This is an optimization exercise on Yosys and OpenROAD, whose aim is small area, a short achievable clock period and few clock cycles per item, not a production implementation. Function was checked by simulation only, so behaviour that the tests miss may differ from the original. Power is estimated from default activity; no workload was simulated.

==> flow/design.v <==
package lkv_pkg;
  localparam int MAX_ENTRIES_DEF = 16;
  localparam int KEY_BITS_DEF    = 16;
  localparam int VALUE_BITS_DEF  = 32;
  localparam int             CAP_BITS  = 5;
  localparam logic [CAP_BITS-1:0] CAP_RESET = 5'd16;
  typedef enum logic {
    CMD_GET = 1'b0,
    CMD_PUT = 1'b1
  } cmd_t;
  typedef enum logic [1:0] {
    ST_IDLE,
    ST_MATCH,
    ST_UPDATE,
    ST_REPLY
  } state_t;
  typedef struct packed {
    logic capture;
    logic lookup;
    logic update;
    logic reply;
  } ctl_cmd_t;
endpackage
module lru_key_value_cache (
  input  logic                         clk,
  input  logic                         rst,
  input  logic                         cfg_write_en,
  input  logic [4:0]                   cfg_write_data,
  input  logic                         req_valid,
  output logic                         req_ready,
  input  logic                         req_command,
  input  logic [15:0]                  req_lookup_key,
  input  logic [31:0]                  req_write_value,
  output logic                         rsp_valid,
  input  logic                         rsp_ready,
  output logic                         rsp_hit,
  output logic [31:0]                  rsp_read_value,
  output logic                         rsp_evicted,
  output logic [15:0]                  rsp_evicted_key
);
  localparam int N  = 16;
  localparam int KW = 16;
  localparam int VW = 32;
  logic          s_v;
  logic          s_put;
  logic [KW-1:0] s_key;
  logic [VW-1:0] s_val;
  logic [4:0]    cnt;
  logic [N-1:0]  vld;
  logic [KW-1:0] ekey [N];
  logic [VW-1:0] eval [N];
  logic [3:0]    lim_m1;
  logic          go;
  logic          s_load;
  logic          take;
  logic          k_v;
  logic          k_put;
  logic [KW-1:0] k_key;
  logic [VW-1:0] k_val;
  logic [N-1:0]  kmq;
  logic          k_eqp;
  logic [N-1:0]  bq;       
  logic          bq_prev;  
  logic [N-1:0]  mq;       
  logic [N-1:0]  eq_old;   
  logic          eq_prev;  
  logic [N-1:0]  mq_d;
  logic [N-1:0]  m;
  logic [N-1:0]  ge;
  logic          hit;
  logic          putmiss;
  logic          full;
  logic [N-1:0]  en;
  logic [VW-1:0] hv;
  logic [KW-1:0] lastkey;
  logic          rd_q;
  assign go        = s_v & (~rsp_valid | rsp_ready);
  assign s_load    = go | ~s_v;
  assign take      = req_valid & ~k_v;
  assign req_ready = ~k_v;
  always_ff @(posedge clk) begin
    if (rst) begin
      s_v <= 1'b0;
    end else if (s_load) begin
      s_v <= k_v | take;
    end
  end
  always_ff @(posedge clk) begin
    if (s_load) begin
      s_put <= k_v ? k_put : req_command;
      s_key <= k_v ? k_key : req_lookup_key;
      s_val <= k_v ? k_val : req_write_value;
      mq    <= mq_d;
    end
  end
  always_ff @(posedge clk) begin
    if (rst) begin
      k_v <= 1'b0;
    end else if (k_v) begin
      k_v <= ~go;
    end else begin
      k_v <= take & ~s_load;
    end
  end
  always_ff @(posedge clk) begin
    if (~k_v) begin
      k_put <= req_command;
      k_key <= req_lookup_key;
      k_val <= req_write_value;
      kmq   <= eq_old;
      k_eqp <= eq_prev;
    end
  end
  always_ff @(posedge clk) begin
    if (rst) begin
      lim_m1 <= 4'd15;
    end else if (cfg_write_en) begin
      if (cfg_write_data == 5'd0) begin
        lim_m1 <= 4'd0;
      end else if (cfg_write_data > 5'd16) begin
        lim_m1 <= 4'd15;
      end else begin
        lim_m1 <= 4'(cfg_write_data - 5'd1);
      end
    end
  end
  always_comb begin
    for (int i = 0; i < N; i++) begin
      vld[i] = cnt > 5'(i);
    end
    for (int i = 0; i < N; i++) begin
      m[i] = vld[i] & mq[i];
    end
    for (int i = 0; i < N; i++) begin
      ge[i] = |(m >> i);
    end
    hit     = ge[0];
    putmiss = s_put & ~hit;
    full    = cnt > {1'b0, lim_m1};
    en[0]   = go & (hit | s_put);
    for (int i = 1; i < N; i++) begin
      en[i] = go & (ge[i] | putmiss);
    end
    hv      = '0;
    lastkey = '0;
    for (int i = 0; i < N; i++) begin
      hv = hv | ({VW{m[i]}} & eval[i]);
      if (i == N - 1) begin
        lastkey = lastkey | ({KW{vld[i]}} & ekey[i]);
      end else begin
        lastkey = lastkey | ({KW{vld[i] & ~vld[i+1]}} & ekey[i]);
      end
    end
  end
  always_comb begin
    eq_prev = (req_lookup_key == s_key);
    for (int i = 0; i < N; i++) begin
      eq_old[i] = (req_lookup_key == ekey[i]);
    end
    bq      = k_v ? kmq : eq_old;
    bq_prev = k_v ? k_eqp : eq_prev;
    mq_d[0] = en[0] ? bq_prev : bq[0];
    for (int i = 1; i < N; i++) begin
      mq_d[i] = en[i] ? bq[i-1] : bq[i];
    end
  end
  always_ff @(posedge clk) begin
    if (en[0]) begin
      ekey[0] <= s_key;
      eval[0] <= s_put ? s_val : hv;
    end
    for (int i = 1; i < N; i++) begin
      if (en[i]) begin
        ekey[i] <= ekey[i-1];
        eval[i] <= eval[i-1];
      end
    end
  end
  always_ff @(posedge clk) begin
    if (rst) begin
      cnt <= '0;
    end else if (go && putmiss && !full) begin
      cnt <= cnt + 5'd1;
    end
  end
  always_ff @(posedge clk) begin
    if (rst) begin
      rsp_valid <= 1'b0;
    end else if (go) begin
      rsp_valid <= 1'b1;
    end else if (rsp_ready) begin
      rsp_valid <= 1'b0;
    end
  end
  assign rsp_read_value = {VW{rd_q}} & eval[0];
  always_ff @(posedge clk) begin
    if (go) begin
      rd_q            <= hit & ~s_put;
      rsp_hit         <= hit;
      rsp_evicted     <= putmiss & full;
      rsp_evicted_key <= (putmiss & full) ? lastkey : '0;
    end
  end
endmodule
==> flow/run.sh <==
#!/bin/bash
# synth_recipe.tcl (not shown) runs the flow's synth.tcl, then flattens the netlist and writes it again
# the make line also repeats each setting of config.mk as NAME=value (left out here)
make -C /OpenROAD-flow-scripts/flow DESIGN_CONFIG=/design/flow/config.mk WORK_HOME=/design/flow/orfs CLKGATE_MAP_FILE= SYNTH_SCRIPT=/design/flow/synth_recipe.tcl finish
==> flow/config.mk <==
export PLATFORM = sky130hd
export DESIGN_NAME = lru_key_value_cache
export DESIGN_NICKNAME = lru_key_value_cache
export VERILOG_FILES = /design/flow/design.v
export SDC_FILE = /design/flow/constraint.sdc
export NUM_CORES = 4
export LEC_CHECK = 0
export CAP_MARGIN = 20
export CORE_MARGIN = 2
export CORE_UTILIZATION = 40
export SETUP_SLACK_MARGIN = 3.4
export SLEW_MARGIN = 20
==> flow/constraint.sdc <==
create_clock -name core_clock -period 6.0 [get_ports {clk}]
set_input_delay 1.2000 -clock core_clock [delete_from_list [all_inputs] [get_ports {clk}]]
set_output_delay 1.2000 -clock core_clock [all_outputs]
set_load 0.01 [all_outputs]
==> flow_metrics.py, run 1 <==
metrics = {
    "status": {
        "status": "finished clean",
    },
    "worst_hold_path": {
        "worstHoldStart": "eval[14][8]$_DFFE_PP_",
        "whs_endpoint": "eval[15][8]$_DFFE_PP_",
        "hold_class": "flip-flop to flip-flop",
        "worstHoldPathCells": 0,
    },
    "routing": {
        "first_iter_violations": 4136,
        "drcViolationCount": 0,
        "wl_um": 148000,
        "viasPerCell": 6.52,
        "antenna_left": 0,
        "firstDrtPassIters": 8,
        "wl_per_cell_um": 36.7,
        "vias": 26300,
    },
    "finish": {
        "final_cell_area_mm2": 0.0499,
        "layout_commonest_cell": "edfxtp_1",
        "nFillCells": 6986,
        "layout_common_cells": "edfxtp_1, xor2_1, a22oi_1",
        "fin_nets": 2848,
        "drive_gt1_share_pct": 28.9,
        "area_growth_pct": 35.4,
    },
    "global_route": {
        "antenna_found_initial": 0,
        "grt_pass1_wl_um": 192000,
        "grt_start_max_net_pins": 64,
        "grt_overflow_total": 0,
        "first_global_vias": 25100,
        "grtUsageTotal_pct": 28.8,
    },
    "clock_tree": {
        "cts_max_path_buffers": 3,
        "cts.reportedPaths.clkPinSlew_ns": 0.06,
        "cts_buffers": 96,
        "htreeDepth": 3,
        "cts_root_buf": "clkbuf_16",
        "cts_tree": "yes",
        "clk-insertion-delay-late_ns": 0.70,
        "cts_sinks": 930,
    },
    "synthesis": {
        "syn_avg_cell_area_um2": 16.1,
        "synth_nets": 2362,
        "yosys_warnings": 3,
        "synth.distinct_cells": 56,
        "ys_seq_area_share_pct": 73.7,
        "ys_seq_elements": 930,
        "async_flop_share_pct": 0,
        "syn-cell-area_mm2": 0.0368,
        "syn_inst": 2293,
        "synth_edf_count": 852,
        "dominantRegCellSynth": "edfxtp_1",
    },
    "critical_path": {
        "path_class": "flip-flop to output pin",
        "rr_worst_depth": 15,
        "timing.rr.end": "ekey[12][4]$_DFFE_PP_",
        "cpMostUsedCell": "buf_12",
        "cp.arrival_ns": 1.96,
        "cp-startpoint": "rd_q$_DFFE_PP_",
        "worstPathRequired_ns": 4.80,
        "r2r-start": "cnt[1]$_SDFFE_PP0P_",
        "rrSetupSlack_ns": 3.01,
        "crit_path_max_incr_delay_ns": 0.51,
        "cp_slowest_cell": "edfxtp_1",
        "startpoint_type": "flip-flop",
        "path_cells": "buf_12 -> clkbuf_16 -> buf_12 -> and2_4 -> buf_6",
        "cp_max_fo": 7,
        "critPathCaptureType": "output pin",
    },
    "floorplan": {
        "core-area_mm2": 0.0915,
        "die_x_um": 308,
        "ios": 111,
        "start_util_pct": 40.3,
        "design.die.area_mm2": 0.0946,
        "die_h_um": 308,
        "num_rows": 111,
    },
    "timing": {
        "setup_tns_ns": 0,
        "worst_slew_pin_slew_ns": 0.976,
        "maxSlewViolCount": 0,
        "clock.fmax_ghz": 0.317,
        "maxSlewHeadroom_pct": 34.9,
        "finalSetupViolations": 0,
        "clock_skew_ns": 0.0479,
        "finalWorstPathRequiredPeriod_ns": 3.16,
        "post-route-period-util_pct": 52.7,
        "rsz0062_at_grt": "true",
        "hold_ws_ns": 0.433,
        "hold_violations": 0,
    },
    "power_and_ir_drop": {
        "p_leak_nw": 17.2,
        "p_per_area_mw_per_mm2": 296,
        "ir_drop_mv": 0.242,
    },
    "job": {
        "drv_cap": 0,
    },
    "place": {
        "hpwl_um": 75300,
        "gp_congestion": 0.964,
        "place_area_mm2": 0.0400,
        "io_buffers": 110,
    },
}
-- area by class of cell --
| cell class | instances | area, um2 | share of cell area (%) |
|---|---|---|---|
| Inverter | 65 | 258 | 0.517 |
| Sequential cell | 930 | 27200 | 54.5 |
| Clock inverter | 55 | 528 | 1.06 |
| Timing Repair Buffer | 512 | 7640 | 15.3 |
| Clock buffer | 118 | 2490 | 5.00 |
| Timing Repair inverter | 1 | 7.51 | 0.0150 |
| Antenna cell | 1 | 2.50 | 0.00502 |
| Tap cell | 1186 | 1480 | 2.97 |
| Multi-Input combinational cell | 1173 | 10300 | 20.7 |
-- synthesized netlist by cell type, types with 3 or more instances --
library cell,instances,area [um2]
and4_1,9,78.8
a21boi_1,5,37.5
o21ai_0,21,105
a211oi_1,5,37.5
dfxtp_1,78,1560
nor2b_1,4,25.0
o21a_1,5,37.5
a22o_1,30,263
and2_1,38,238
xnor2_1,4,35.0
or3_1,4,25.0
o211ai_1,5,37.5
and3_1,3,18.8
a22oi_1,122,916
nand4_1,23,144
o21ai_1,3,15.0
edfxtp_1,852,25600
nand2b_1,8,50.1
nand3_1,44,220
a222oi_1,56,561
buf_2,9,45.0
a221o_1,29,290
nand2_1,46,173
o31ai_1,3,22.5
ha_1,10,125
nor4_1,71,444
a221oi_1,84,736
buf_1,20,75.1
mux2i_1,23,230
mux2_2,49,552
a41oi_1,5,43.8
a32oi_1,28,245
nor3_1,8,40.0
a21oi_1,77,385
clkbuf_1,104,390
nand3b_1,3,22.5
xor2_1,272,2380
a31oi_1,6,37.5
nor2_1,43,161
inv_1,65,244
-- cells by family after synthesis --
family                     after synthesis  share of synthesized area (%)
AOI/OAI and AO/OA                      497                           10.6
adders and majority gates               10                          0.340
buffers and inverters                  198                           2.05
muxes                                   74                           2.18
and+or+nand+nor                        308                           4.55
DFF                                    930                           73.7
xor gates and xnor gates               276                           6.56
-- worst max-delay path by stage --
| stage | endpoint | cells past startpoint |
|---|---|---|
| after floorplan | mq[5]$_DFFE_PN_ | 11 |
| after global routing | rsp_read_value[8] | 5 |
| after detailed placement | eval[10][19]$_DFFE_PP_ | 10 |
| final | rsp_read_value[8] | 5 |
| after CTS | rsp_read_value[14] | 3 |
| after global placement | eval[10][10]$_DFFE_PP_ | 10 |
-- report_power, final --
part / switching (mW) / internal [mW] / leakage [nW]
Combinational: 0.725 / 0.604 / 7.17
Sequential: 0.200 / 7.36 / 8.61
Clock: 2.66 / 3.23 / 1.46
Total: 3.58 / 11.2 / 17.2
-- worst max-delay path, delay by kind of cell, from the launching register on --
| kind | cells | cell delay, ns |
|---|---|---|
| buffers and inverters | 4 | 0.61 |
| flip-flops | 1 | 0.51 |
| AND/OR/NAND/NOR | 1 | 0.14 |
-- through the flow --
step / instances / utilization (%) / power (mW) / setup slack, ns
2_1_floorplan: 2293 / - / 8.01 / 2.70
3_5_place_dp: 3518 / 43.7 / 8.45 / 1.59
4_1_cts: 3943 / 52.4 / 14.6 / 2.67
5_1_grt: 4040 / 54.5 / 15.1 / 2.81
6_report: 4041 / 54.5 / 14.8 / 2.84
3_3_place_gp: 3518 / 43.7 / 8.44 / 1.75
-- state kept, by name (all words and copies together) (netlist names), 4 cells and up --
name             flops
s_val               32
eval               512
k_val               32
ekey               256
kmq                 16
k_key               16
lim_m1               4
mq                  16
s_key               16
rsp_evicted_key     16
cnt                  5
-- timing repair --
item	in CTS	in global routing
hold buffers	0	0
gates cloned	59	26
resized for setup	351	285
pin swaps	45	41
setup endpoints to repair	935	872
setup buffers	193	71
hold endpoints to repair	0	0
-- per-layer routing --
| layer | track usage, % | wire, um |
|---|---|---|
| met1 | 36.1 | 50300 |
| met5 | 0 | 41 |
| met3 | 6.17 | 18500 |
| met2 | 46.9 | 67600 |
| met4 | 15.3 | 11800 |
Testbench counts, summed over its fixed seeds: cycles 8,016, items 8,000.
==> run 2: changes to the inputs <==
==> flow/flow/run.sh (new file) <==
#!/bin/bash
set -e
echo 'export BUFFER_PORTS_ARGS = -buffer_cell sky130_fd_sc_hd__buf_4' >> "$FLOW_CONFIG"
bash standard.sh > standard.log 2>&1
==> flow/standard.sh (new file) <==
#!/bin/bash
# synth_recipe.tcl (not shown) runs the flow's synth.tcl, then flattens the netlist and writes it again
# the make line also repeats each setting of config.mk as NAME=value (left out here)
make -C /OpenROAD-flow-scripts/flow DESIGN_CONFIG=/design/flow/config.mk WORK_HOME=/design/flow/orfs CLKGATE_MAP_FILE= SYNTH_SCRIPT=/design/flow/synth_recipe.tcl "${@:-finish}"
--- a/flow/config.mk
+++ b/flow/config.mk
@@ -12 +12,2 @@
 export SLEW_MARGIN = 20
+export BUFFER_PORTS_ARGS = -buffer_cell sky130_fd_sc_hd__buf_4
removed: flow/run.sh
==> run 2 against run 1 <==
  * Final cell count fell by 1.6%
  * Combinational power fell by 8%
  * First-iteration DRC count fell by 4.1%
  * Clock power rose by 3.6%
  * Sequential share of layout area rose by 1.6 points
  * Clock skew rose by 0.013 ns
  * Flip-flop and latch count did not move
  * Global-route usage fell by 0.75 points
  * Critical endpoint is now mq[7]$_DFFE_PN_
  * Synthesized cell count did not move
==> flow_metrics.py, run 2 <==
metrics = {
    "finish": {
        "largestRegisters": "eval: 512 flops, ekey: 256 flops",
        "nFillCells": 7170,
        "largest-register": "eval",
        "layout_common_cells": "edfxtp_1, xor2_1, buf_4",
        "area_growth_pct": 31.6,
        "layout_commonest_cell": "edfxtp_1",
        "drive_gt1_share_pct": 27.5,
        "largest_register_ff_count": 512,
        "fin_nets": 2780,
        "fin_cells": 3976,
    },
    "floorplan": {
        "die_x_um": 308,
        "design.die.area_mm2": 0.0946,
        "core-area_mm2": 0.0915,
        "num_rows": 111,
        "die_h_um": 308,
        "ios": 111,
        "start_util_pct": 40.3,
    },
    "clock_tree": {
        "cts_max_path_buffers": 3,
        "cts_root_buf": "clkbuf_16",
        "clk-insertion-delay-late_ns": 0.71,
        "htreeDepth": 3,
        "cts.reportedPaths.clkPinSlew_ns": 0.06,
        "cts_buffers": 96,
        "cts_tree": "yes",
        "cts_sinks": 930,
    },
    "power_and_ir_drop": {
        "ir_drop_mv": 0.227,
        "p_per_area_mw_per_mm2": 307,
        "power_switching_mw": 3.53,
        "p_int_mw": 11.4,
        "power_frac_seq_pct": 50.8,
        "switching_share_pct": 23.7,
        "p_comb_share_pct": 8.2,
        "p_leak_nw": 16.8,
        "p_clk_share_pct": 41.0,
    },
    "place": {
        "gp_congestion": 0.932,
        "hpwl_um": 73700,
        "place_inst": 3502,
        "dpl_worst_slack_ns": 1.41,
        "io_buffers": 110,
    },
    "routing": {
        "vias": 25500,
        "antenna_left": 0,
        "first_iter_violations": 3965,
        "wl_um": 139000,
        "firstDrtPassIters": 6,
        "wl_per_cell_um": 34.9,
        "viasPerCell": 6.42,
        "drcViolationCount": 0,
    },
    "synthesis": {
        "dominantRegCellSynth": "edfxtp_1",
        "synth_edf_count": 852,
        "synth.distinct_cells": 56,
        "yosysMostFrequentCell": "edfxtp_1",
        "async_flop_share_pct": 0,
        "syn-cell-area_mm2": 0.0368,
        "ys_top_cells_by_area": "edfxtp_1, xor2_1, dfxtp_1",
        "yosys.area.top_type_share_pct": 69.4,
        "syn_avg_cell_area_um2": 16.1,
        "yosys_warnings": 3,
        "synth_nets": 2362,
        "ys_seq_area_share_pct": 73.7,
        "synth_top_area_cell": "edfxtp_1",
        "synth_commonest_cells": "edfxtp_1, xor2_1, a22oi_1",
        "ys_seq_elements": 930,
        "syn_inst": 2293,
    },
    "global_route": {
        "first_global_vias": 25000,
        "grtUsageTotal_pct": 28.1,
        "grt_pass1_wl_um": 187000,
        "grt_overflow_total": 0,
        "antenna_found_initial": 1,
        "grt_start_max_net_pins": 47,
    },
    "critical_path": {
        "path_cells": "buf_12 -> o21ai_2 -> o21ai_2 -> a2111oi_4 -> and3b_2 -> buf_6 -> a31oi_4 -> buf_6 -> a21oi_4 -> buf_8 -> buf_12 -> mux2i_1",
        "path_class": "flip-flop to flip-flop",
        "cp_slowest_cell": "a2111oi_4",
        "worstPathRequired_ns": 6.52,
        "critPathCaptureType": "flip-flop",
        "crit_path_max_incr_delay_ns": 0.43,
        "critPathTopFamily": "compound AO/OA/AOI/OAI gates",
        "cp.buffers_inverters": 5,
        "startpoint_type": "flip-flop",
        "cp.arrival_ns": 3.57,
        "cp_max_fo": 13,
    },
    "timing": {
        "clock.fmax_ghz": 0.328,
        "setup_tns_ns": 0,
        "maxSlewViolCount": 0,
        "layout_setup_ws_ns": 2.95,
        "rsz0062_at_grt": "true",
        "maxSlewHeadroom_pct": 26.4,
        "clock_skew_ns": 0.0609,
        "worst_slew_pin_slew_ns": 1.09,
        "finalWorstPathRequiredPeriod_ns": 3.05,
        "finalSetupViolations": 0,
        "post-route-period-util_pct": 50.8,
        "hold_violations": 0,
    },
    "status": {
        "status": "finished clean",
    },
    "job": {
        "drv_cap": 0,
    },
    "worst_hold_path": {
        "hold_class": "flip-flop to flip-flop",
    },
}
## run 2: cell counts after synthesis
No cell type changed its count.
## run 2: per-layer routing
metal	vias up	wire, um	GRT usage [%]
met3	451	17200	7.07
met5	-	0	0
met1	12900	48200	35.1
met2	2155	64700	45.3
met4	0	8790	14.1
li1	10000	-	-
## run 2: stage by stage
step | util [%] | power, mW | instance area [um2] | hold WS (ns)
3_5_place_dp | 43.2 | 8.41 | 39600 | 0.432
2_1_floorplan | - | 8.01 | 37200 | 0.425
3_3_place_gp | 43.2 | 8.39 | 39600 | 0.429
5_1_grt | 53.0 | 15.2 | 48500 | 0.434
4_1_cts | 51.4 | 14.8 | 47000 | 0.431
6_report | 53.0 | 14.9 | 48500 | 0.433
## run 2: repair_timing
action / in CTS / in global routing
pin swaps: 41 / 31
buffers inserted: 173 / 47
gates cloned: 61 / 16
hold buffers: 0 / 0
endpoints found under the setup margin: 874 / 854
resized for setup: 243 / 108
## run 2: worst register-to-register path, cell delays in order (launching register included)
cell and delay, ns:
dfxtp_4 0.39, buf_12 0.16, o21ai_2 0.24, o21ai_2 0.15, a2111oi_4 0.43, and3b_2 0.28
buf_6 0.12, a31oi_4 0.13, buf_6 0.19, a21oi_4 0.19, buf_8 0.19, buf_12 0.18
mux2i_1 0.26
## run 2: worst paths after layout
check,from,endpoint,slack (ns),cells past startpoint
setup / recovery,cnt[0]$_SDFFE_PP0P_,mq[7]$_DFFE_PN_,2.95,12
setup reg to reg,cnt[0]$_SDFFE_PP0P_,mq[7]$_DFFE_PN_,2.95,12
hold reg to reg,eval[5][14]$_DFFE_PP_,eval[6][14]$_DFFE_PP_,0.43,0
hold / removal,eval[5][14]$_DFFE_PP_,eval[6][14]$_DFFE_PP_,0.43,0
## run 2: layout make-up
type	instances	area, um2	area share (%)
repair buffers	448	6530	13.5
clock buffers	127	2610	5.38
repair inverters	1	5.00	0.0103
inverters	65	260	0.537
well taps	1186	1480	3.06
multi-input cells	1169	9850	20.3
flip-flops and latches	930	27200	56.0
diodes	1	2.50	0.00516
clock inverters	49	572	1.18
## run 2: cell families (layout without fill, tap and decap cells)
group,after synthesis,count (layout),synth area share [%]
simple gates,308,309,4.55
flops,930,930,73.7
buf+inv,198,690,2.05
xor+xnor,276,276,6.56
mux,74,74,2.18
other cells,0,1,0
fa+ha+maj,10,10,0.340
compound gates,497,500,10.6
## run 2: power groups by stage
| stage | Clock, mW | Combinational (mW) | Sequential, mW |
|---|---|---|---|
| floorplan | 0 | 0.407 | 7.60 |
| global placement | 0 | 0.696 | 7.69 |
| detailed placement | 0 | 0.708 | 7.70 |
| CTS | 6.12 | 1.09 | 7.55 |
| global route | 6.39 | 1.25 | 7.58 |
| finish | 6.10 | 1.23 | 7.56 |
==> run 3: changes to the inputs <==
--- a/flow/design.v
+++ b/flow/design.v
@@ -47,3 +47,2 @@
   logic [VW-1:0] s_val;
-  logic [4:0]    cnt;
   logic [N-1:0]  vld;
@@ -75,3 +74,2 @@
   logic [KW-1:0] lastkey;
-  logic          rd_q;
   assign go        = s_v & (~rsp_valid | rsp_ready);
@@ -128,5 +126,2 @@
     for (int i = 0; i < N; i++) begin
-      vld[i] = cnt > 5'(i);
-    end
-    for (int i = 0; i < N; i++) begin
       m[i] = vld[i] & mq[i];
@@ -138,3 +133,3 @@
     putmiss = s_put & ~hit;
-    full    = cnt > {1'b0, lim_m1};
+    full    = vld[lim_m1];
     en[0]   = go & (hit | s_put);
@@ -180,5 +175,5 @@
     if (rst) begin
-      cnt <= '0;
+      vld <= '0;
     end else if (go && putmiss && !full) begin
-      cnt <= cnt + 5'd1;
+      vld <= {vld[N-2:0], 1'b1};
     end
@@ -194,6 +189,5 @@
   end
-  assign rsp_read_value = {VW{rd_q}} & eval[0];
   always_ff @(posedge clk) begin
     if (go) begin
-      rd_q            <= hit & ~s_put;
+      rsp_read_value  <= s_put ? '0 : hv;
       rsp_hit         <= hit;
--- a/flow/config.mk
+++ b/flow/config.mk
@@ -10,4 +10,5 @@
 export CORE_UTILIZATION = 40
-export SETUP_SLACK_MARGIN = 3.4
+export SETUP_SLACK_MARGIN = 3.1
 export SLEW_MARGIN = 20
+export TNS_END_PERCENT = 10
 export BUFFER_PORTS_ARGS = -buffer_cell sky130_fd_sc_hd__buf_4
==> run 3 against run 2 <==
  * Still clean
  * Register-to-register slack got worse by 0.06 ns
  * Combinational power fell by 43%
  * Non-clock buffer count is 261 lower
  * Synthesized area rose by 3.9%
  * Clock skew is 0.016 ns lower
  * Clock-buffer cell count grew 5
  * Global-route usage decreased by 3.1 points
  * Flip-flop and latch count increased by 42
  * First-iteration DRC count fell by 19%
  * Critical path depth is 10 lower
  * Critical path type is now flip-flop to output pin
  * Largest cell class unchanged
==> flow_metrics.py, run 3 <==
metrics = {
    "status": {
        "status": "finished clean",
    },
    "clock_tree": {
        "cts.hold.buffers_added": 0,
        "clk-insertion-delay-late_ns": 0.70,
        "cts_buffers": 101,
        "cts_max_path_buffers": 3,
        "cts_sinks": 972,
        "htreeDepth": 3,
        "cts.reportedPaths.clkPinSlew_ns": 0.06,
        "cts_tree": "yes",
        "cts_root_buf": "clkbuf_16",
    },
    "floorplan": {
        "start_util_pct": 40.4,
        "design.die.area_mm2": 0.0982,
        "core-area_mm2": 0.0949,
        "ios": 111,
        "die_h_um": 313,
        "die_x_um": 313,
        "num_rows": 113,
    },
    "place": {
        "hpwl_um": 76600,
        "io_buffers": 110,
        "gp_congestion": 0.983,
        "place_area_mm2": 0.0407,
    },
    "synthesis": {
        "ys_seq_area_share_pct": 73.9,
        "yosysMostFrequentCell": "edfxtp_1",
        "synth_edf_count": 883,
        "synth_nets": 2402,
        "syn-cell-area_mm2": 0.0383,
        "syn_inst": 2342,
        "ys_seq_elements": 972,
        "yosys_warnings": 3,
        "synth.distinct_cells": 48,
        "synth_commonest_cells": "edfxtp_1, xnor2_1, a221oi_1, a22o_1, clkbuf_1",
        "dominantRegCellSynth": "edfxtp_1",
        "syn_avg_cell_area_um2": 16.3,
        "synth_top_area_cell": "edfxtp_1",
        "async_flop_share_pct": 0,
        "ys_top_cells_by_area": "edfxtp_1, xnor2_1, dfxtp_1",
        "yosys.area.top_type_share_pct": 69.3,
    },
    "power_and_ir_drop": {
        "switching_share_pct": 22.5,
        "p_per_area_mw_per_mm2": 339,
        "p_leak_nw": 14.8,
        "p_clk_share_pct": 43.3,
        "ir_drop_mv": 0.230,
        "power_switching_mw": 3.41,
        "p_comb_share_pct": 4.6,
        "power_frac_seq_pct": 52.1,
        "p_int_mw": 11.7,
    },
    "finish": {
        "layout_common_cells": "edfxtp_1, xnor2_1, buf_4",
        "drive_gt1_share_pct": 17.7,
        "area_growth_pct": 16.6,
        "largest_register_ff_count": 512,
        "largestRegisters": "eval: 512 flops, ekey: 256 flops",
        "layout_commonest_cell": "edfxtp_1",
        "largest-register": "eval",
        "final_cell_area_mm2": 0.0446,
        "fin_nets": 2545,
        "antenna_cells": 0,
    },
    "timing": {
        "setup_tns_ns": 0,
        "maxSlewViolCount": 0,
        "hold_violations": 0,
        "post-route-period-util_pct": 52.6,
        "rsz0062_at_grt": "true",
        "finalSetupViolations": 0,
        "finalWorstPathRequiredPeriod_ns": 3.16,
        "clock.fmax_ghz": 0.317,
        "worst_slew_pin_slew_ns": 1.29,
        "clock_skew_ns": 0.0454,
        "maxSlewHeadroom_pct": 13.5,
    },
    "routing": {
        "viasPerCell": 6.13,
        "first_iter_violations": 3193,
        "firstDrtPassIters": 6,
        "drcViolationCount": 0,
        "wl_per_cell_um": 32.3,
        "wl_um": 124000,
        "vias": 23500,
        "antenna_left": 0,
    },
    "worst_hold_path": {
        "hold_class": "flip-flop to flip-flop",
    },
    "global_route": {
        "grt_pass1_wl_um": 176000,
        "grt_start_max_net_pins": 44,
        "first_global_vias": 23600,
        "grt_overflow_total": 0,
        "grtUsageTotal_pct": 24.9,
        "antenna_found_initial": 0,
    },
    "critical_path": {
        "worstPathRequired_ns": 4.80,
        "path_class": "flip-flop to output pin",
        "startpoint_type": "flip-flop",
        "cp.arrival_ns": 1.96,
        "critPathCaptureType": "output pin",
        "cp_max_fo": 17,
    },
    "job": {
        "drv_cap": 0,
    },
}
==> run 3: cell types whose count changed in the layout (fill, tap and decap cells not counted), moves of 52 or more <==
cell and delta:
buf_12 -86, xor2_1 -240, xnor2_1 +237, a221oi_1 +69
mux2i_1 +55, buf_16 -62, buf_6 -55, a22o_1 +103
a222oi_1 -52
==> run 3: metal layers <==
layer | up-vias | part of all wire [%] | GRT usage, %
met1 | 12000 | 38 | 32.0
met2 | 1596 | 48 | 40.7
met3 | 341 | 8.9 | 4.73
met4 | 0 | 5.4 | 12.2
met5 | - | 0 | 0
li1 | 9547 | - | -
==> run 3: final timing paths <==
check                       startpoint                    end  slack [ns]  depth (start not counted)
setup / recovery        k_v$_SDFF_PP0_              req_ready        2.84                          2
hold / removal    eval[8][2]$_DFFE_PP_   eval[9][2]$_DFFE_PP_        0.43                          0
setup reg to reg   vld[5]$_SDFFE_PP0P_  eval[4][14]$_DFFE_PP_        2.89                          5
hold reg to reg   eval[8][2]$_DFFE_PP_   eval[9][2]$_DFFE_PP_        0.43                          0
==> run 3: power groups by stage <==
stage | Combinational (mW) | Clock [mW] | Sequential, mW
after floorplan | 0.405 | 0 | 7.93
after global routing | 0.736 | 6.91 | 7.91
after detailed placement | 0.658 | 0 | 8.03
after global placement | 0.647 | 0 | 8.03
final | 0.697 | 6.56 | 7.89
after CTS | 0.686 | 6.64 | 7.89
==> run 3: cell type report <==
class	instances	area (um2)
fillers	8026	50200
flip-flops and latches	972	28300
multi-input cells	1168	9490
clock buffers	132	2780
well taps	1265	1580
repair buffers	187	1560
clock inverters	58	722
inverters	55	210
==> run 3: timing repair <==
item                                    CTS  global route
pin swaps                                 8             5
setup buffers                            13            20
endpoints found under the setup margin  836           574
cloned                                    2             0
resized for setup                        13            11
==> run 3: metrics by stage <==
stage                     instances  worst slack (ns)  hold slack, ns  utilization, %  total power [mW]
after global placement         3610              2.08           0.428            42.9              8.67
after global routing           3837              2.73           0.454            47.1              15.6
after detailed placement       3612              2.09           0.433            42.9              8.69
after CTS                      3817              2.67           0.442            46.8              15.2
after floorplan                2342              2.84           0.424               -              8.34
final                          3837              2.84           0.434            47.1              15.1
==> run 3: critical path, cell delays in order (launching register included) <==
cell	delay, ns
dfxtp_4	0.66
inv_2	0.36
buf_4	0.26
==> run 3: kinds of logic after synthesis <==
family / count (synthesis) / share of synthesized area (%)
flops: 972 / 73.9
xor+xnor: 272 / 6.22
mux: 131 / 3.72
buf+inv: 204 / 2.08
compound gates: 433 / 9.18
simple gates: 329 / 4.86
fa+ha+maj: 1 / 0.0327
Testbench counts of run 3, summed over its fixed seeds: cycles 8,016, items 8,000.
==> run 4: changes to the inputs <==
--- a/flow/config.mk
+++ b/flow/config.mk
@@ -10,3 +10,3 @@
 export CORE_UTILIZATION = 40
-export SETUP_SLACK_MARGIN = 3.1
+export SETUP_SLACK_MARGIN = 3.3
 export SLEW_MARGIN = 20
==> run 4 against run 3 <==
  * Still clean on timing, DRC and antenna
  * Final area rose by 0.22%
  * Clock power barely moved
  * Global-route usage rose by 0.13 points
  * Power barely moved
  * Utilization rose by 0.10 points
  * Hold slack improved by 0.0029 ns
  * Register-to-register slack improved by 0.31 ns
  * Critical path type is now input port to flip-flop
  * Largest cell class unchanged
  * Highest routed layer unchanged
==> flow_metrics.py, run 4 <==
metrics = {
    "status": {
        "status": "finished clean",
    },
    "synthesis": {
        "synthMuxAreaShare_pct": 3.72,
        "synth_top_area_cell": "edfxtp_1",
        "ys_top_cells_by_area": "edfxtp_1, xnor2_1, dfxtp_1",
        "synth_top_family_by_area": "compound AO/OA/AOI/OAI gates",
        "synth_xor_area_share_pct": 6.22,
        "synthSimpleGateAreaFrac_pct": 4.86,
        "syn_inst": 2342,
        "yosys_warnings": 3,
        "synth.distinct_cells": 48,
        "synth_edf_count": 883,
        "synth_commonest_cells": "edfxtp_1, xnor2_1, a221oi_1, a22o_1, clkbuf_1",
        "synth_compound_area_share_pct": 9.18,
        "dominantRegCellSynth": "edfxtp_1",
        "yosys.area.top_type_share_pct": 69.3,
        "ys_seq_elements": 972,
        "syn_avg_cell_area_um2": 16.3,
        "syn-cell-area_mm2": 0.0383,
        "yosysMostFrequentCell": "edfxtp_1",
        "async_flop_share_pct": 0,
        "ys_seq_area_share_pct": 73.9,
        "synthAdderAreaFrac_pct": 0.0327,
        "synth_nets": 2402,
    },
    "power_and_ir_drop": {
        "p_per_area_mw_per_mm2": 338,
        "ir_drop_mv": 0.226,
        "p_leak_nw": 14.8,
    },
    "global_route": {
        "grt_start_max_net_pins": 44,
        "first_global_vias": 23700,
        "grt_overflow_total": 0,
        "antenna_found_initial": 0,
        "grtUsageTotal_pct": 25.0,
        "busiest_layer": "met2",
        "met2_usage_pct": 41.0,
        "use_met3_pct": 4.66,
        "grt_pass1_wl_um": 177000,
        "grtUsageMet1_pct": 32.3,
    },
    "timing": {
        "worst_slew_pin_slew_ns": 1.28,
        "finalWorstPathRequiredPeriod_ns": 3.00,
        "setup_tns_ns": 0,
        "post-route-period-util_pct": 50.0,
        "maxSlewHeadroom_pct": 13.6,
        "maxSlewViolCount": 0,
        "finalSetupViolations": 0,
        "hold_violations": 0,
        "rsz0062_at_grt": "true",
        "clock.fmax_ghz": 0.334,
        "clock_skew_ns": 0.0445,
    },
    "job": {
        "drv_cap": 0,
    },
    "floorplan": {
        "num_rows": 113,
        "ios": 111,
        "start_util_pct": 40.4,
        "core-area_mm2": 0.0949,
        "die_x_um": 313,
        "design.die.area_mm2": 0.0982,
        "die_h_um": 313,
    },
    "place": {
        "hpwl_um": 76600,
        "gp_congestion": 0.983,
        "io_buffers": 110,
    },
    "finish": {
        "antenna_cells": 0,
        "fin_util_pct": 47.2,
        "area_growth_pct": 16.9,
        "drive_gt1_share_pct": 18.0,
        "largestRegisters": "eval: 512 flops, ekey: 256 flops",
        "layout_common_cells": "edfxtp_1, xnor2_1, buf_4",
        "largest_register_ff_count": 512,
        "layout_commonest_cell": "edfxtp_1",
        "largest-register": "eval",
        "fin_nets": 2552,
    },
    "routing": {
        "firstDrtPassIters": 5,
        "vias": 23600,
        "first_iter_violations": 3380,
        "drcViolationCount": 0,
        "antenna_left": 0,
        "wl_per_cell_um": 32.6,
        "viasPerCell": 6.14,
        "wl_um": 125000,
    },
    "critical_path": {
        "worstPathRequired_ns": 6.53,
        "cpMostUsedCell": "mux2i_1",
        "timing.rr.end": "eval[14][13]$_DFFE_PP_",
        "cp_max_fo": 18,
        "critPathCaptureType": "flip-flop",
        "crit_path_max_incr_delay_ns": 1.08,
        "path_class": "input port to flip-flop",
        "cp_slowest_cell": "nor4_1",
        "rr_worst_depth": 6,
        "startpoint_type": "input port",
        "r2r-start": "mq[6]$_DFFE_PN_",
        "path_cells": "buf_4 -> xnor2_1 -> nand4_1 -> nor4_1 -> mux2i_1 -> mux2i_1",
        "rrSetupSlack_ns": 3.20,
        "cp.arrival_ns": 3.53,
    },
    "clock_tree": {
        "cts.reportedPaths.clkPinSlew_ns": 0.06,
        "cts_tree": "yes",
        "cts_sinks": 972,
        "clk-insertion-delay-late_ns": 0.70,
        "cts_max_path_buffers": 3,
        "cts.hold.buffers_added": 0,
        "cts_buffers": 101,
        "cts_root_buf": "clkbuf_16",
        "htreeDepth": 3,
    },
    "worst_hold_path": {
        "worstHoldPathCells": 0,
        "whs_endpoint": "eval[9][2]$_DFFE_PP_",
        "hold_class": "flip-flop to flip-flop",
        "worstHoldStart": "eval[8][2]$_DFFE_PP_",
    },
}
-- run 4: layout make-up --
cell class	instances	area, um2
clock buffer	132	2780
clock inverter	58	722
fill	8026	50100
inverter	55	210
multi-input combinational	1170	9540
sequential	972	28300
tap	1265	1580
timing repair buffer	191	1600
timing repair inverter	1	5.00
-- run 4: critical path: cells and delay by family --
family | cells | cell delay [ns]
xor+xnor | 1 | 0.17
buf+inv | 1 | 0.41
mux | 2 | 0.54
simple gates | 2 | 1.18
-- run 4: power by group --
| group | switching [mW] | internal [mW] | leakage [nW] | total, mW |
|---|---|---|---|---|
| clock network | 2.73 | 3.81 | 1.70 | 6.54 |
| registers | 0.202 | 7.69 | 9.01 | 7.89 |
| logic | 0.458 | 0.253 | 4.11 | 0.711 |
-- run 4: routing by layer --
layer,part of all wire [%],up-vias,wire (um)
li1,-,9555,-
met2,47,1640,59400
met5,0,-,0
met4,5.5,0,6840
met3,9.3,344,11600
met1,38,12100,47300
-- run 4: cells by family (layout without fill, tap and decap cells) --
kind of cell / after synthesis / count (layout)
DFF: 972 / 972
buffers and inverters: 204 / 437
xor gates and xnor gates: 272 / 272
and+or+nand+nor: 329 / 332
adders and majority gates: 1 / 1
AOI/OAI and AO/OA: 433 / 434
muxes: 131 / 131
-- run 4: what timing repair did --
| item | in CTS | in global routing |
|---|---|---|
| buffers inserted | 26 | 11 |
| resized for setup | 24 | 7 |
| setup endpoints to repair | 895 | 701 |
| cloned | 3 | 2 |
| pin swaps | 18 | 4 |
-- run 4: how the worst max path moves through the flow --
stage,end,start,depth (start not counted)
global placement,eval[13][22]$_DFFE_PP_,mq[6]$_DFFE_PN_,5
detailed placement,eval[12][8]$_DFFE_PP_,mq[6]$_DFFE_PN_,5
CTS,rsp_read_value[13]$_SDFFCE_PP0P_,rsp_ready,5
floorplan,mq[10]$_DFFE_PN_,mq[6]$_DFFE_PN_,5
finish,mq[4]$_DFFE_PN_,req_lookup_key[14],6
global route,eval[14][17]$_DFFE_PP_,mq[6]$_DFFE_PN_,6
-- run 4: stage by stage --
| stage | worst slack, ns | area [um2] | hold WS, ns | total power, mW | cells |
|---|---|---|---|---|---|
| 2_1_floorplan | 2.84 | 38500 | 0.424 | 8.34 | 2342 |
| 3_3_place_gp | 2.08 | 40700 | 0.428 | 8.67 | 3610 |
| 3_5_place_dp | 2.09 | 40700 | 0.433 | 8.69 | 3612 |
| 4_1_cts | 2.95 | 44600 | 0.442 | 15.2 | 3831 |
| 5_1_grt | 3.02 | 44700 | 0.454 | 15.6 | 3844 |
| 6_report | 3.00 | 44700 | 0.437 | 15.1 | 3844 |
==> run 5: changes to the inputs <==
--- a/flow/design.v
+++ b/flow/design.v
@@ -63,7 +63,14 @@
   logic [N-1:0]  mq;       
+  logic [N-1:0]  gq;       
   logic [N-1:0]  eq_old;   
   logic          eq_prev;  
+  logic [N-1:0]  vb;       
+  logic [N-1:0]  vbx;      
+  logic [N-1:0]  gb;       
+  logic [N-1:0]  gbx;      
+  logic [N-1:0]  last;     
+  logic          ex;       
   logic [N-1:0]  mq_d;
-  logic [N-1:0]  m;
-  logic [N-1:0]  ge;
+  logic [N-1:0]  gq_d;
+  logic          rdy_q;
   logic          hit;
@@ -77,3 +84,3 @@
   assign take      = req_valid & ~k_v;
-  assign req_ready = ~k_v;
+  assign req_ready = rdy_q;
   always_ff @(posedge clk) begin
@@ -91,2 +98,3 @@
       mq    <= mq_d;
+      gq    <= gq_d;
     end
@@ -100,2 +108,11 @@
       k_v <= take & ~s_load;
+    end
+  end
+  always_ff @(posedge clk) begin
+    if (rst) begin
+      rdy_q <= 1'b1;
+    end else if (k_v) begin
+      rdy_q <= go;
+    end else begin
+      rdy_q <= ~(take & ~s_load);
     end
@@ -125,14 +142,12 @@
   always_comb begin
-    for (int i = 0; i < N; i++) begin
-      m[i] = vld[i] & mq[i];
-    end
-    for (int i = 0; i < N; i++) begin
-      ge[i] = |(m >> i);
-    end
-    hit     = ge[0];
+    hit     = gq[0];
     putmiss = s_put & ~hit;
     full    = vld[lim_m1];
+    ex      = putmiss & full;
     en[0]   = go & (hit | s_put);
     for (int i = 1; i < N; i++) begin
-      en[i] = go & (ge[i] | putmiss);
+      en[i] = go & (gq[i] | putmiss);
+    end
+    for (int i = 0; i < N; i++) begin
+      last[i] = (i == N - 1) ? vld[i] : (vld[i] & ~vld[i+1]);
     end
@@ -141,8 +156,4 @@
     for (int i = 0; i < N; i++) begin
-      hv = hv | ({VW{m[i]}} & eval[i]);
-      if (i == N - 1) begin
-        lastkey = lastkey | ({KW{vld[i]}} & ekey[i]);
-      end else begin
-        lastkey = lastkey | ({KW{vld[i] & ~vld[i+1]}} & ekey[i]);
-      end
+      hv      = hv | ({VW{mq[i]}} & eval[i]);
+      lastkey = lastkey | ({KW{last[i]}} & ekey[i]);
     end
@@ -156,5 +167,13 @@
     bq_prev = k_v ? k_eqp : eq_prev;
-    mq_d[0] = en[0] ? bq_prev : bq[0];
+    vb      = bq & vld;
+    vbx     = vb & ~({N{ex}} & last);
+    for (int i = 0; i < N; i++) begin
+      gb[i]  = |(vb >> i);
+      gbx[i] = |(vbx >> i);
+    end
+    mq_d[0] = en[0] ? bq_prev : vb[0];
+    gq_d[0] = en[0] ? (bq_prev | gbx[0]) : gb[0];
     for (int i = 1; i < N; i++) begin
-      mq_d[i] = en[i] ? bq[i-1] : bq[i];
+      mq_d[i] = en[i] ? vbx[i-1] : vb[i];
+      gq_d[i] = en[i] ? (gbx[i-1] & ~bq_prev) : gb[i];
     end
--- a/flow/config.mk
+++ b/flow/config.mk
@@ -10,3 +10,3 @@
 export CORE_UTILIZATION = 40
-export SETUP_SLACK_MARGIN = 3.3
+export SETUP_SLACK_MARGIN = 3.5
 export SLEW_MARGIN = 20
==> run 5 against run 4 <==
  * Combinational power up 49%
  * Hold slack better by 0.0040 ns
  * Sequential share of layout area shrank 2.5 points
  * Sequential power grew 2.5%
  * Clock-buffer cell count stayed put
  * Critical endpoint is now gq[2]$_DFFE_PP_
  * Highest routed layer is now met5
==> flow_metrics.py, run 5 <==
metrics = {
    "floorplan": {
        "num_rows": 115,
        "ios": 111,
        "design.die.area_mm2": 0.101,
        "die_x_um": 318,
        "start_util_pct": 40.2,
        "die_h_um": 318,
        "core-area_mm2": 0.0980,
    },
    "place": {
        "io_buffers": 110,
        "gp_congestion": 0.974,
        "hpwl_um": 81900,
        "place_area_mm2": 0.0417,
    },
    "timing": {
        "post-route-period-util_pct": 49.6,
        "maxSlewHeadroom_pct": 18.8,
        "finalSetupViolations": 0,
        "maxSlewViolCount": 0,
        "worst_slew_pin_slew_ns": 1.22,
        "clock.fmax_ghz": 0.336,
        "finalWorstPathRequiredPeriod_ns": 2.98,
        "hold_ws_ns": 0.441,
        "rsz0062_at_grt": "true",
        "setup_tns_ns": 0,
        "clock_skew_ns": 0.0427,
        "hold_violations": 0,
    },
    "synthesis": {
        "synth_nets": 2554,
        "synth.distinct_cells": 69,
        "ys_seq_area_share_pct": 73.1,
        "dominantRegCellSynth": "edfxtp_1",
        "synth_commonest_cells": "edfxtp_1, a22oi_1, xor2_1",
        "async_flop_share_pct": 0,
        "syn_inst": 2494,
        "yosys.area.top_type_share_pct": 68.5,
        "synth_edf_count": 899,
        "yosys_warnings": 3,
        "syn-cell-area_mm2": 0.0394,
        "synth_top_area_cell": "edfxtp_1",
        "yosysMostFrequentCell": "edfxtp_1",
        "ys_seq_elements": 989,
        "syn_avg_cell_area_um2": 15.8,
        "ys_top_cells_by_area": "edfxtp_1, dfxtp_1, xor2_1",
    },
    "finish": {
        "drive_gt1_share_pct": 22.5,
        "nFillCells": 8284,
        "multiInputGateArea_mm2": 0.0109,
        "largestRegisters": "eval: 512 flops, ekey: 256 flops",
        "fin_util_pct": 48.4,
        "largest-register": "eval",
        "layout_common_cells": "edfxtp_1, a22oi_1, buf_4",
        "largest_register_ff_count": 512,
        "layout_commonest_cell": "edfxtp_1",
        "regArea_mm2": 0.0288,
        "area_growth_pct": 20.4,
        "final_cell_area_mm2": 0.0474,
        "fin_nets": 2748,
    },
    "clock_tree": {
        "cts_max_path_buffers": 3,
        "cts.reportedPaths.clkPinSlew_ns": 0.06,
        "cts_sinks": 989,
        "htreeDepth": 3,
        "cts.hold.buffers_added": 0,
        "cts_root_buf": "clkbuf_16",
        "clk-insertion-delay-late_ns": 0.71,
        "cts_buffers": 103,
        "cts_tree": "yes",
    },
    "routing": {
        "first_iter_violations": 3873,
        "antenna_left": 0,
        "wl_per_cell_um": 33.9,
        "wl_um": 138000,
        "vias": 25600,
        "viasPerCell": 6.30,
        "firstDrtPassIters": 7,
        "drcViolationCount": 0,
    },
    "global_route": {
        "grt_overflow_total": 0,
        "grtUsageTotal_pct": 26.6,
        "antenna_found_initial": 2,
        "first_global_vias": 25600,
        "grt_start_max_net_pins": 58,
        "grt_pass1_wl_um": 193000,
    },
    "worst_hold_path": {
        "worstHoldStart": "eval[2][23]$_DFFE_PP_",
        "worstHoldPathCells": 0,
        "hold_class": "flip-flop to flip-flop",
        "whs_endpoint": "eval[3][23]$_DFFE_PP_",
    },
    "critical_path": {
        "critPathCaptureType": "flip-flop",
        "cp.arrival_ns": 3.41,
        "rr_worst_depth": 6,
        "path_class": "input port to flip-flop",
        "cp_max_fo": 18,
        "startpoint_type": "input port",
        "worstPathRequired_ns": 6.44,
        "rrSetupSlack_ns": 3.09,
        "r2r-start": "vld[9]$_SDFFE_PP0P_",
        "timing.rr.end": "rsp_evicted_key[13]$_SDFFCE_PN0P_",
    },
    "power_and_ir_drop": {
        "p_per_area_mw_per_mm2": 334,
        "power_mw": 15.8,
        "ir_drop_mv": 0.257,
        "p_leak_nw": 16.1,
    },
    "job": {
        "drv_cap": 0,
    },
    "status": {
        "status": "finished clean",
    },
}
-- run 5: cell count changes after synthesis, moves of 18 or more --
cell,delta
a221oi_1,-56
a22o_1,-52
a22oi_1,+134
and4_1,-31
buf_4,+28
clkbuf_1,-25
mux2i_1,-27
nand2b_1,-18
nand3_1,+72
nand4_1,-20
nor2_1,+56
o21ai_0,+36
xnor2_1,-168
xor2_1,+168
-- run 5: kinds of logic after synthesis --
kind of cell / after synthesis / synth area share (%)
flip-flops: 989 / 73.1
AO/OA/AOI/OAI: 517 / 10.0
AND/OR/NAND/NOR: 400 / 5.14
XOR/XNOR: 272 / 6.05
buffers and inverters: 206 / 2.54
multiplexers: 107 / 3.07
adder cells (fa/ha/maj): 3 / 0.0826
-- run 5: where the power goes --
part           internal [mW]  switching [mW]  leakage, nW  total, mW
clock network           3.85            2.82         1.69       6.67
registers               7.88           0.215         9.19       8.09
logic                  0.344           0.719         5.20       1.06
-- run 5: routing by layer --
layer  share of wire (%)  routed length, um  GRT usage (%)  up-vias
li1                    -                  -              -    10200
met1                  38              52800           35.3    13100
met2                  46              62800           41.5     1870
met3                  11              14700           5.68      421
met4                 5.4               7480           12.9        2
met5              0.0094                 13              0        -
-- run 5: final cells by class --
type / count / area share (%)
tap: 1287 / 3.40
timing repair inverter: 4 / 0.0475
sequential: 989 / 60.8
multi-input combinational: 1302 / 22.9
inverter: 53 / 0.633
clock inverter: 64 / 1.59
timing repair buffer: 235 / 4.78
clock buffer: 132 / 5.84
antenna: 1 / 0.00528
-- run 5: what timing repair did --
item | CTS | global route
hold endpoints to repair | 0 | 0
endpoints found under the setup margin | 724 | 663
gates cloned | 7 | 4
gates resized for setup | 230 | 45
buffers inserted | 47 | 6
pin swaps | 28 | 5
-- run 5: how the worst max path moves through the flow --
stage                       startpoint                     to  slack [ns]  cells past startpoint
global route        req_lookup_key[14]        gq[2]$_DFFE_PP_        3.03                     10
detailed placement   req_lookup_key[1]        gq[0]$_DFFE_PP_        1.77                     10
floorplan            req_lookup_key[5]        gq[2]$_DFFE_PP_        2.68                     10
finish              req_lookup_key[14]        gq[2]$_DFFE_PP_        3.02                     10
CTS                          rsp_ready  eval[14][5]$_DFFE_PP_        2.91                      7
global placement     req_lookup_key[1]        gq[0]$_DFFE_PP_        1.73                     10
-- run 5: stage by stage --
| step | std cells | worst slack [ns] |
|---|---|---|
| after floorplan | 2494 | 2.68 |
| after global placement | 3803 | 1.73 |
| after detailed placement | 3805 | 1.77 |
| after CTS | 4055 | 2.91 |
| after global routing | 4066 | 3.03 |
| final | 4067 | 3.02 |
-- run 5: critical path, cell delays in order --
cell      delay (ns)
buf_6           0.22
xnor2_1         0.19
nand4_1         0.18
nor3_4          0.09
a32oi_2         0.20
a21bo_4         0.27
a211oi_4        0.33
nand4_4         0.18
o31a_2          0.36
a21bo_1         0.17
Testbench counts of run 5, summed over its fixed seeds: cycles 8,016, items 8,000.
==> run 6: changes to the inputs <==
--- a/flow/config.mk
+++ b/flow/config.mk
@@ -10,3 +10,3 @@
 export CORE_UTILIZATION = 40
-export SETUP_SLACK_MARGIN = 3.5
+export SETUP_SLACK_MARGIN = 3.2
 export SLEW_MARGIN = 20
==> run 6 against run 5 <==
  * Clock skew rose by 0.018 ns
  * Routed wire length fell by 2.6%
  * Flip-flop and latch count did not move
  * Critical path depth did not move
  * Sequential share of layout area rose by 0.60 points
  * Power fell by 1.7%
  * Sequential power barely moved
  * Synthesized area did not move
  * Combinational power fell by 4%
  * Clock-buffer cell count rose by 4
  * Critical endpoint is now gq[7]$_DFFE_PP_
==> flow_metrics.py, run 6 <==
metrics = {
    "synthesis": {
        "yosysMostFrequentCell": "edfxtp_1",
        "yosys.area.top_type_share_pct": 68.5,
        "yosys_warnings": 3,
        "ys_seq_area_share_pct": 73.1,
        "synthAdderAreaFrac_pct": 0.0826,
        "synth_commonest_cells": "edfxtp_1, a22oi_1, xor2_1",
        "synth_top_area_cell": "edfxtp_1",
        "ys_seq_elements": 989,
        "syn-cell-area_mm2": 0.0394,
        "synth_nets": 2554,
        "synth_xor_area_share_pct": 6.05,
        "synth_compound_area_share_pct": 10.0,
        "syn_avg_cell_area_um2": 15.8,
        "synth.distinct_cells": 69,
        "synth_top_family_by_area": "compound AO/OA/AOI/OAI gates",
        "synth_edf_count": 899,
        "dominantRegCellSynth": "edfxtp_1",
        "ys_top_cells_by_area": "edfxtp_1, dfxtp_1, xor2_1",
        "syn_inst": 2494,
        "async_flop_share_pct": 0,
        "synthSimpleGateAreaFrac_pct": 5.14,
        "synthMuxAreaShare_pct": 3.07,
    },
    "critical_path": {
        "worstPathRequired_ns": 6.43,
        "path_class": "input port to flip-flop",
        "startpoint_type": "input port",
        "cp.arrival_ns": 3.51,
        "rrSetupSlack_ns": 3.06,
        "critPathCaptureType": "flip-flop",
        "cp_max_fo": 13,
    },
    "timing": {
        "hold_violations": 0,
        "clock.fmax_ghz": 0.325,
        "post-route-period-util_pct": 51.4,
        "maxSlewViolCount": 0,
        "finalWorstPathRequiredPeriod_ns": 3.08,
        "finalSetupViolations": 0,
        "worst_slew_pin_slew_ns": 1.19,
        "clock_skew_ns": 0.0610,
        "setup_tns_ns": 0,
        "maxSlewHeadroom_pct": 20.4,
        "rsz0062_at_grt": "true",
        "hold_ws_ns": 0.428,
    },
    "finish": {
        "drive_gt1_share_pct": 21.4,
        "layout_common_cells": "edfxtp_1, a22oi_1, buf_4",
        "multiInputGateArea_mm2": 0.0105,
        "area_growth_pct": 19.2,
        "fin_nets": 2757,
        "largestRegisters": "eval: 512 flops, ekey: 256 flops",
        "largest_register_ff_count": 512,
        "layout_commonest_cell": "edfxtp_1",
        "antenna_cells": 0,
        "regArea_mm2": 0.0288,
        "nFillCells": 8337,
        "largest-register": "eval",
        "final_cell_area_mm2": 0.0470,
    },
    "clock_tree": {
        "cts_tree": "yes",
        "cts_buffers": 102,
        "cts_sinks": 989,
        "cts_max_path_buffers": 3,
        "htreeDepth": 3,
        "clk-insertion-delay-late_ns": 0.73,
        "cts_root_buf": "clkbuf_16",
        "cts.reportedPaths.clkPinSlew_ns": 0.06,
    },
    "power_and_ir_drop": {
        "ir_drop_mv": 0.226,
        "power_switching_mw": 3.70,
        "p_per_area_mw_per_mm2": 331,
        "switching_share_pct": 23.8,
        "power_frac_seq_pct": 52.0,
        "p_leak_nw": 16.0,
        "p_int_mw": 11.8,
        "p_comb_share_pct": 6.6,
        "p_clk_share_pct": 41.4,
    },
    "place": {
        "hpwl_um": 78700,
        "io_buffers": 110,
        "gp_congestion": 0.982,
        "place_area_mm2": 0.0416,
    },
    "global_route": {
        "antenna_found_initial": 1,
        "grtUsageTotal_pct": 26.2,
        "grt_pass1_wl_um": 191000,
        "grt_start_max_net_pins": 53,
        "met2_usage_pct": 40.9,
        "use_met3_pct": 6.37,
        "grtUsageMet1_pct": 35.3,
        "busiest_layer": "met2",
        "grt_overflow_total": 0,
        "first_global_vias": 25600,
    },
    "floorplan": {
        "num_rows": 115,
        "start_util_pct": 40.2,
        "core-area_mm2": 0.0980,
        "ios": 111,
        "die_x_um": 318,
        "die_h_um": 318,
        "design.die.area_mm2": 0.101,
    },
    "worst_hold_path": {
        "hold_class": "flip-flop to flip-flop",
    },
    "routing": {
        "antenna_left": 0,
        "drcViolationCount": 0,
        "vias": 25400,
        "viasPerCell": 6.24,
        "firstDrtPassIters": 6,
        "wl_per_cell_um": 33.0,
        "wl_um": 134000,
        "first_iter_violations": 3382,
    },
    "status": {
        "status": "finished clean",
    },
    "job": {
        "drv_cap": 0,
    },
}
-- run 6: cell counts after synthesis --
Identical to the previous run, type by type.
-- run 6: logic make-up after synthesis --
logic type,count (synthesis)
compound gates,517
flops,989
xor+xnor,272
simple gates,400
mux,107
buf+inv,206
fa+ha+maj,3
-- run 6: what timing repair did --
| action | in CTS | in global routing |
|---|---|---|
| resized for setup | 213 | 6 |
| hold buffers | 0 | 0 |
| hold endpoints to repair | 0 | 0 |
| pin swaps | 28 | 0 |
| gates cloned | 9 | 0 |
| buffers inserted | 65 | 2 |
| setup endpoints to repair | 715 | 350 |
-- run 6: path summary, 6_finish.rpt --
check | from | to | depth (start not counted)
max | req_lookup_key[10] | gq[7]$_DFFE_PP_ | 10
min | eval[13][30]$_DFFE_PP_ | eval[14][30]$_DFFE_PP_ | 0
max reg2reg | s_put$_DFFE_PP_ | ekey[9][13]$_DFFE_PP_ | 5
min reg2reg | eval[13][30]$_DFFE_PP_ | eval[14][30]$_DFFE_PP_ | 0
-- run 6: area by class of cell --
class / instances / area share (%)
inverters: 53 / 0.552
clock buffers: 136 / 5.84
multi-input cells: 1301 / 22.5
clock inverters: 56 / 1.38
well taps: 1287 / 3.43
repair buffers: 247 / 4.95
repair inverters: 3 / 0.0320
flip-flops and latches: 989 / 61.4
-- run 6: metrics by stage --
step                total power, mW  setup slack (ns)  utilization (%)  std cells
finish                         15.5              2.92             47.9       4072
global route                   16.0              2.92             47.9       4072
global placement               9.09              1.62             42.5       3804
detailed placement             9.10              1.47             42.5       3804
floorplan                      8.61              2.53                -       2494
CTS                            15.6              2.98             47.9       4070
-- run 6: power by group through the flow --
| stage | clock network [mW] | registers (mW) | logic (mW) |
|---|---|---|---|
| finish | 6.44 | 8.09 | 1.02 |
| global route | 6.79 | 8.11 | 1.06 |
| CTS | 6.53 | 8.08 | 1.01 |
| detailed placement | 0 | 8.22 | 0.875 |
| global placement | 0 | 8.21 | 0.875 |
| floorplan | 0 | 8.14 | 0.473 |
-- run 6: worst max-delay path, stage by stage --
cell	delay, ns
buf_16	0.14
xor2_1	0.25
nor4_1	0.71
nand4_1	0.28
nor2_1	0.15
a21oi_1	0.06
buf_4	0.21
inv_1	0.27
a31o_2	0.17
o21ai_1	0.06
-- run 6: per-layer routing --
layer	up-vias	share of wire (%)	wire length, um
met1	12900	38	51400
met3	406	12	15800
li1	10200	-	-
met4	2	4.7	6360
met2	1903	45	60800
met5	-	0.0089	12

[what the ideal ports hide]
How much do the figures lean on ideal ports? The routed layouts below were timed once more, with nothing changed but the port constraints. Step 1, drivers: a clkbuf_16 drives clk and a buf_2 each remaining input, both assumed. Step 2 also shifts input and output timing later by t, the mid clock arrival at the registers, as if the neighbouring blocks saw the same clock. Slacks: ideal / step 1 / step 2; pairs: ideal / step 1.
| run | t (ns) | setup slack, ns | worst setup path at the end | worst data-port slew with drivers (ns) | pins driven straight from the clock port |
|---|---|---|---|---|---|
| run 1 | 0.750 | 2.841 / 2.768 / 2.496 | input to register | 0.07 | 1 |
| run 2 | 0.744 | 2.953 / 2.953 / 2.517 | input to register | 0.06 | 1 |
| run 3 | 0.744 | 2.841 / 2.779 / 2.284 | input to register | 0.06 | 1 |
| run 4 | 0.742 | 3.002 / 3.040 / 2.298 | input to register | 0.06 | 1 |
| run 5 | 0.755 | 3.025 / 2.837 / 2.082 | input to register | 0.31 | 1 |
| run 6 | 0.772 | 2.919 / 2.855 / 2.083 | input to register | 0.25 | 1 |
After both steps every run listed still meets setup and hold. For run 5, which loses most, drivers alone change the setup slack by -0.188 ns; drivers and shift together by -0.943 ns.
